This design comes from an exercise in tuning for small area on the open sky130 flow, not from production work.
In this exercise RTL edits were held to simulation tests only and were not proved equivalent to the original.
No activity file was given, so power comes from the tool's default toggle rates. The clock port is modelled as an ideal driver; clocking choices that lean on that would not hold on a real chip.

== the reference run ==
==> flow/design.v <==
module cpu_multicycle #(
  parameter int DW   = 32,
  parameter int NREG = 32,
  parameter int PCW  = 8
) (
  input  logic             clk,
  input  logic             clrn,
  output logic             imem_req,
  output logic [PCW-1:0]   imem_addr,
  input  logic             imem_valid,
  input  logic [31:0]      imem_inst,
  output logic [PCW-1:0]   pc,
  output logic [DW-1:0]    alu_out,
  output logic             zf_out,
  output logic             sf_out,
  output logic             cf_out,
  output logic             retire,
  output logic             halted
);
  localparam logic [2:0] S_FETCH = 3'd0;
  localparam logic [2:0] S_EXEC  = 3'd1;
  localparam logic [2:0] S_PASS  = 3'd2;
  localparam logic [2:0] S_SH1   = 3'd3;
  localparam logic [2:0] S_SH2   = 3'd4;
  localparam logic [2:0] S_RET   = 3'd5;
  localparam logic [2:0] S_HALT  = 3'd6;
  logic [2:0]  st;
  logic [4:0]  ph;
  logic        clr_q;
  logic        req_q;
  logic [7:0]  pc_q;
  logic [29:0] ir;
  logic [4:0]  q_ph;
  logic [4:0]  s_q;
  logic        inst_sh;
  logic [31:0] alu_q;
  logic        zf_q, sf_q, cf_q;
  logic        c_q, z_acc, mb_q;
  logic [30:0] dl;
  logic [30:0] tl;
  logic [5:0] op;
  logic is_add, is_sub, is_and, is_or, is_xor, is_shl, is_shr;
  logic is_addi, is_andi, is_ori, is_alu, is_sh, is_halt, is_imm, is_arith;
  assign op       = {2'b00, ir[29:26]};
  assign is_add   = (op[3:0] == 4'h0);
  assign is_sub   = (op[3:0] == 4'h1);
  assign is_and   = (op[3:0] == 4'h2);
  assign is_or    = (op[3:0] == 4'h3);
  assign is_xor   = (op[3:0] == 4'h4);
  assign is_shl   = (op[3:0] == 4'h5);
  assign is_shr   = (op[3:0] == 4'h6);
  assign is_addi  = (op[3:0] == 4'h8);
  assign is_andi  = (op[3:0] == 4'h9);
  assign is_ori   = (op[3:0] == 4'hA);
  assign is_halt  = (op[3:0] == 4'hB);
  assign is_imm   = is_addi | is_andi | is_ori;
  assign is_arith = is_add | is_sub | is_addi;
  assign is_alu   = is_arith | is_and | is_or | is_xor | is_andi | is_ori;
  assign is_sh    = is_shl | is_shr;
  logic [31:0] col0;
  logic [31:1] we;
  logic        wbit, wr_en;
  logic        ra_bit, rb_bit;
  logic [4:0]  rc_idx;
  assign rc_idx  = ir[25:21];
  assign col0[0] = 1'b0;
  logic [3:0] pre_lo;
  logic [7:0] pre_hi, wb_hi;
  always_comb begin
    for (int k = 0; k < 4; k++) pre_lo[k] = clr_q | (rc_idx[1:0] == 2'(k));
    for (int k = 0; k < 8; k++) pre_hi[k] = clr_q | (wr_en & (rc_idx[4:2] == 3'(k)));
    for (int k = 0; k < 8; k++) wb_hi[k]  = pre_hi[k] & wbit;
  end
  genvar g;
  for (g = 1; g < 32; g++) begin : g_rf
    logic [31:0] r;
    assign we[g] = pre_lo[g % 4] & pre_hi[g / 4];
    always_ff @(posedge clk) r <= {((r[0] & ~we[g]) | (pre_lo[g % 4] & wb_hi[g / 4])), r[31:1]};
    assign col0[g] = r[0];
  end
  assign ra_bit = col0[ir[20:16]] & ~clr_q;
  assign rb_bit = col0[ir[15:11]] & ~clr_q;
  logic first, alu_go, alu_run;
  logic imm_bit, b, bx, cin, sum, cout, alu_res;
  assign first   = (st == S_EXEC);
  assign alu_go  = first & is_alu & (ph == 5'd0);
  assign alu_run = alu_go | (st == S_PASS);
  assign imm_bit = ph[4] ? (is_addi & ir[15]) : ir[ph[3:0]];
  assign b       = is_imm ? imm_bit : rb_bit;
  assign bx      = b ^ is_sub;
  assign cin     = first ? is_sub : c_q;
  assign sum     = ra_bit ^ bx ^ cin;
  assign cout    = (ra_bit & bx) | (cin & (ra_bit ^ bx));
  always_comb begin
    if (is_and | is_andi)     alu_res = ra_bit & b;
    else if (is_or | is_ori)  alu_res = ra_bit | b;
    else if (is_xor)          alu_res = ra_bit ^ b;
    else                      alu_res = sum;
  end
  logic [4:0]  s_eff, d_a, d_b;
  logic [31:0] taps;
  logic        nz, tap_a, tap_b, lt_a, mask_b, sh_a, sh_b, last;
  for (g = 0; g < 5; g++) begin : g_s
    assign s_eff[g] = (ph == 5'(g)) ? rb_bit : s_q[g];
  end
  assign nz    = |s_eff;
  assign d_a   = is_shl ? s_eff : (5'd0 - s_eff);
  assign d_b   = q_ph + d_a;
  assign taps  = {dl, ra_bit};
  assign tap_a = taps[d_a];
  assign tap_b = taps[d_b];
  assign lt_a  = (ph < d_a);
  assign mask_b = (mb_q & nz) ^ ((ph == d_b) & nz);
  assign sh_a  = tap_a & ~(is_shl ? lt_a : (nz & ~lt_a));
  assign sh_b  = tap_b & ~mask_b;
  assign last  = ((ph + 5'd1) == q_ph);
  logic res_a, res_b, sh_run;
  assign sh_run = (st == S_SH2);
  assign res_a  = is_sh ? sh_a : alu_res;
  assign res_b  = is_sh ? sh_b : alu_res;
  assign wr_en  = alu_run | sh_run;
  assign wbit   = res_a & ~clr_q;
  logic c_next, zcur, cf_val, commit;
  assign c_next = alu_run ? cout : ((sh_run & (ph == 5'd0)) ? (tap_a & nz) : c_q);
  assign zcur   = (first ? 1'b1 : z_acc) & ~res_b;
  assign cf_val = is_arith ? (cout ^ is_sub) : (is_shl & c_next);
  assign commit = ((st == S_PASS) & (ph == 5'd31)) | (sh_run & last);
  logic fetch_done, taken;
  logic [7:0] npc;
  assign fetch_done = (st == S_FETCH) & req_q & imem_valid;
  always_comb begin
    case (op[3:0])
      4'hC:    taken = 1'b1;
      4'hD:    taken = zf_q;
      4'hE:    taken = sf_q;
      4'hF:    taken = cf_q;
      default: taken = 1'b0;
    endcase
  end
  assign npc = taken ? ir[25:18] : (pc_q + 8'd1);
  always_ff @(posedge clk or negedge clrn) begin
    if (!clrn) begin
      st    <= S_FETCH;
      ph    <= 5'd0;
      clr_q <= 1'b1;
      req_q <= 1'b1;
      pc_q  <= 8'd0;
      alu_q <= 32'd0;
      zf_q  <= 1'b0;
      sf_q  <= 1'b0;
      cf_q  <= 1'b0;
    end else begin
      ph <= ph + 5'd1;
      if (ph == 5'd31) clr_q <= 1'b0;
      case (st)
        S_FETCH: if (fetch_done) begin
          req_q <= 1'b0;
          st    <= S_EXEC;
        end
        S_EXEC: begin
          if (is_halt)       st <= S_HALT;
          else if (is_sh)    st <= S_SH1;
          else if (is_alu)   begin if (ph == 5'd0) st <= S_PASS; end
          else               st <= S_RET;
        end
        S_PASS: if (ph == 5'd31) st <= S_RET;
        S_SH1:  if (last) st <= S_SH2;
        S_SH2:  if (last) st <= S_RET;
        S_RET: begin
          pc_q  <= npc;
          req_q <= 1'b1;
          st    <= S_FETCH;
        end
        default: st <= S_HALT;
      endcase
      if (commit) begin
        alu_q <= {res_b, tl};
        zf_q  <= zcur;
        sf_q  <= res_b;
        cf_q  <= cf_val;
      end
    end
  end
  function automatic logic [3:0] cls_of(input logic [5:0] o);
    if (o[5:4] == 2'b00 && o[3:0] != 4'h7 && o[3:0] <= 4'hA) cls_of = o[3:0];
    else if (o[5:2] == 4'b0100) cls_of = {2'b11, o[1:0]};
    else if (o == 6'h3F) cls_of = 4'hB;
    else cls_of = 4'h7;
  endfunction
  assign inst_sh = (imem_inst[31:26] == 6'h05) | (imem_inst[31:26] == 6'h06);
  assign q_ph    = ir[4:0];
  assign s_q     = ir[9:5];
  always_ff @(posedge clk) begin
    if (fetch_done) begin
      ir[29:26] <= cls_of(imem_inst[31:26]);
      ir[25:10] <= imem_inst[25:10];
      ir[4:0]   <= inst_sh ? ph : imem_inst[4:0];
    end
    for (int k = 0; k < 5; k++)
      if (fetch_done) ir[5+k] <= imem_inst[5+k];
      else if (is_sh & (ph == 5'(k))) ir[5+k] <= rb_bit;
    c_q   <= c_next;
    z_acc <= (st == S_SH1) ? 1'b1 : zcur;
    mb_q  <= (st == S_SH1) ? is_shl : mask_b;
    dl    <= {dl[29:0], ra_bit};
    tl    <= {res_b, tl[30:1]};
  end
  assign imem_req  = req_q & clrn;
  assign imem_addr = pc_q;
  assign pc        = pc_q;
  assign alu_out   = alu_q;
  assign zf_out    = zf_q;
  assign sf_out    = sf_q;
  assign cf_out    = cf_q;
  assign retire    = (st == S_RET);
  assign halted    = (st == S_HALT);
endmodule
module cpu_top (
  input  logic        clk,
  input  logic        clrn,
  output logic        imem_req,
  output logic [7:0]  imem_addr,
  input  logic        imem_valid,
  input  logic [31:0] imem_inst,
  output logic [7:0]  pc,
  output logic [31:0] alu_out,
  output logic        zf_out,
  output logic        sf_out,
  output logic        cf_out,
  output logic        retire,
  output logic        halted
);
  cpu_multicycle #(.DW(32), .NREG(32), .PCW(8)) u_core (
    .clk       (clk),
    .clrn      (clrn),
    .imem_req  (imem_req),
    .imem_addr (imem_addr),
    .imem_valid(imem_valid),
    .imem_inst (imem_inst),
    .pc        (pc),
    .alu_out   (alu_out),
    .zf_out    (zf_out),
    .sf_out    (sf_out),
    .cf_out    (cf_out),
    .retire    (retire),
    .halted    (halted)
  );
endmodule
Settings: LEC_CHECK=0, CAP_MARGIN=20, CORE_MARGIN=2, CORE_UTILIZATION=55, PLACE_DENSITY=0.8, SLEW_MARGIN=20; clock period 10.0 ns.
standard.sh (not shown) runs the stock make flow with config.mk's settings and CLKGATE_MAP_FILE= SYNTH_SCRIPT=/design/flow/synth_recipe.tcl, a recipe that flattens the netlist after the stock synthesis.
==> flow/flow/run.sh <==
#!/bin/bash
# ORFS layout with three changes from the standard one:
#  - synthesis is the standard synthesis script, except that Yosys's abc
#    pass maps the logic with the area-oriented ABC script flow/area.abc;
#  - ports are buffered with the smallest buffer;
#  - clock-tree synthesis uses large sink clusters and no dummy loads.
# Each step's full output goes to its own log file in this folder.
set -euo pipefail
here=$(pwd)
export BUFFER_PORTS_ARGS="-buffer_cell sky130_fd_sc_hd__buf_1"
export CTS_ARGS="-sink_clustering_enable -repair_clock_nets -dont_use_dummy_load -sink_clustering_size 33 -sink_clustering_max_diameter 100 -buf_list {sky130_fd_sc_hd__clkbuf_16}"
export AREA_ABC_SCRIPT="$here/flow/area.abc"
{
  echo 'proc abc {args} { set i [lsearch -exact $args -script]; if {$i >= 0} { lset args [expr {$i + 1}] $::env(AREA_ABC_SCRIPT) }; yosys abc {*}$args }'
  cat synth_recipe.tcl
} > area_synth.tcl
sed "s#SYNTH_SCRIPT=[^ ]*#SYNTH_SCRIPT=$here/area_synth.tcl#" standard.sh > area_standard.sh
bash area_standard.sh synth > synth.log 2>&1
bash standard.sh floorplan > floorplan.log 2>&1
bash standard.sh place > place.log 2>&1
bash standard.sh cts > cts.log 2>&1
bash standard.sh finish > finish.log 2>&1
==> flow/flow/area.abc <==
strash
fraig
dch -f
amap
topo
#### Input delta (the trial run over the reference run)
--- a/flow/design.v
+++ b/flow/design.v
@@ -26,36 +26,36 @@
   localparam logic [2:0] S_HALT  = 3'd6;
   logic [2:0]  st;
   logic [4:0]  ph;
   logic        clr_q;
   logic        req_q;
   logic [7:0]  pc_q;
-  logic [29:0] ir;
+  logic [31:0] ir;
   logic [4:0]  q_ph;
   logic [4:0]  s_q;
   logic        inst_sh;
   logic [31:0] alu_q;
   logic        zf_q, sf_q, cf_q;
   logic        c_q, z_acc, mb_q;
   logic [30:0] dl;
   logic [30:0] tl;
   logic [5:0] op;
   logic is_add, is_sub, is_and, is_or, is_xor, is_shl, is_shr;
   logic is_addi, is_andi, is_ori, is_alu, is_sh, is_halt, is_imm, is_arith;
-  assign op       = {2'b00, ir[29:26]};
-  assign is_add   = (op[3:0] == 4'h0);
-  assign is_sub   = (op[3:0] == 4'h1);
-  assign is_and   = (op[3:0] == 4'h2);
-  assign is_or    = (op[3:0] == 4'h3);
-  assign is_xor   = (op[3:0] == 4'h4);
-  assign is_shl   = (op[3:0] == 4'h5);
-  assign is_shr   = (op[3:0] == 4'h6);
-  assign is_addi  = (op[3:0] == 4'h8);
-  assign is_andi  = (op[3:0] == 4'h9);
-  assign is_ori   = (op[3:0] == 4'hA);
-  assign is_halt  = (op[3:0] == 4'hB);
+  assign op       = ir[31:26];
+  assign is_add   = (op == 6'h00);
+  assign is_sub   = (op == 6'h01);
+  assign is_and   = (op == 6'h02);
+  assign is_or    = (op == 6'h03);
+  assign is_xor   = (op == 6'h04);
+  assign is_shl   = (op == 6'h05);
+  assign is_shr   = (op == 6'h06);
+  assign is_addi  = (op == 6'h08);
+  assign is_andi  = (op == 6'h09);
+  assign is_ori   = (op == 6'h0A);
+  assign is_halt  = (op == 6'h3F);
   assign is_imm   = is_addi | is_andi | is_ori;
   assign is_arith = is_add | is_sub | is_addi;
   assign is_alu   = is_arith | is_and | is_or | is_xor | is_andi | is_ori;
   assign is_sh    = is_shl | is_shr;
   logic [31:0] col0;
   logic [31:1] we;
@@ -126,17 +126,17 @@
   assign cf_val = is_arith ? (cout ^ is_sub) : (is_shl & c_next);
   assign commit = ((st == S_PASS) & (ph == 5'd31)) | (sh_run & last);
   logic fetch_done, taken;
   logic [7:0] npc;
   assign fetch_done = (st == S_FETCH) & req_q & imem_valid;
   always_comb begin
-    case (op[3:0])
-      4'hC:    taken = 1'b1;
-      4'hD:    taken = zf_q;
-      4'hE:    taken = sf_q;
-      4'hF:    taken = cf_q;
+    case (op)
+      6'h10:   taken = 1'b1;
+      6'h11:   taken = zf_q;
+      6'h12:   taken = sf_q;
+      6'h13:   taken = cf_q;
       default: taken = 1'b0;
     endcase
   end
   assign npc = taken ? ir[25:18] : (pc_q + 8'd1);
   always_ff @(posedge clk or negedge clrn) begin
     if (!clrn) begin
@@ -178,25 +178,18 @@
         zf_q  <= zcur;
         sf_q  <= res_b;
         cf_q  <= cf_val;
       end
     end
   end
-  function automatic logic [3:0] cls_of(input logic [5:0] o);
-    if (o[5:4] == 2'b00 && o[3:0] != 4'h7 && o[3:0] <= 4'hA) cls_of = o[3:0];
-    else if (o[5:2] == 4'b0100) cls_of = {2'b11, o[1:0]};
-    else if (o == 6'h3F) cls_of = 4'hB;
-    else cls_of = 4'h7;
-  endfunction
   assign inst_sh = (imem_inst[31:26] == 6'h05) | (imem_inst[31:26] == 6'h06);
   assign q_ph    = ir[4:0];
   assign s_q     = ir[9:5];
   always_ff @(posedge clk) begin
     if (fetch_done) begin
-      ir[29:26] <= cls_of(imem_inst[31:26]);
-      ir[25:10] <= imem_inst[25:10];
+      ir[31:10] <= imem_inst[31:10];
       ir[4:0]   <= inst_sh ? ph : imem_inst[4:0];
     end
     for (int k = 0; k < 5; k++)
       if (fetch_done) ir[5+k] <= imem_inst[5+k];
       else if (is_sh & (ph == 5'(k))) ir[5+k] <= rb_bit;
     c_q   <= c_next;
Results
- Design area essentially unchanged between the trial run and the reference run.
- Sort the reference run and the trial run by worst vdd rail ir drop, descending, and the trial run comes first.
- On number of sequential cells in the layout, the reference run tracks the trial run almost exactly.
- Setup slack ends up lower on the trial run.
- On average cell area after synthesis, the reference run tracks the trial run almost exactly.
- The reference run has a higher share of the synthesized area in compound gates (AO/OA/AOI/OAI) than the trial run.
- Relative to the reference run, maximum single-stage delay on the critical path has increased by 0.09 ns in the trial run.
- For fraction of final layout cells with drive strength greater than 1, the reference run and the trial run come out practically identical.
- The final reports for the trial run and the reference run show non-clock buffer count higher in the former.

## what the ideal ports hide
How much do the figures lean on ideal ports? The routed layouts below were timed once more, with nothing changed but the port constraints. Step 1 (the two cells are an assumption about what drives the block):
set clk [get_ports {clk}]
set_driving_cell -lib_cell sky130_fd_sc_hd__clkbuf_16 $clk
set_driving_cell -lib_cell sky130_fd_sc_hd__buf_2 [delete_from_list [all_inputs] $clk]
Step 2, shift: input delay + t, output delay - t, t = (earliest + latest rising clock arrival at the registers) / 2. This alone moves slack from input paths to output paths. Three values: ideal, step 1, step 2; two values: the first two.
| run | t, ns | slack for setup (ns) | latest minus earliest clock arrival (ns) | slew at the worst register clock pin (ns) |
|---|---|---|---|---|
| the reference run | 0.633 | 2.938 / 2.938 / 2.938 | 0.054 / 0.053 | 0.12 / 0.12 |
| the trial run | 0.642 | 2.499 / 2.499 / 2.499 | 0.068 / 0.068 | 0.12 / 0.12 |
After both steps setup and hold are still met in every run listed.
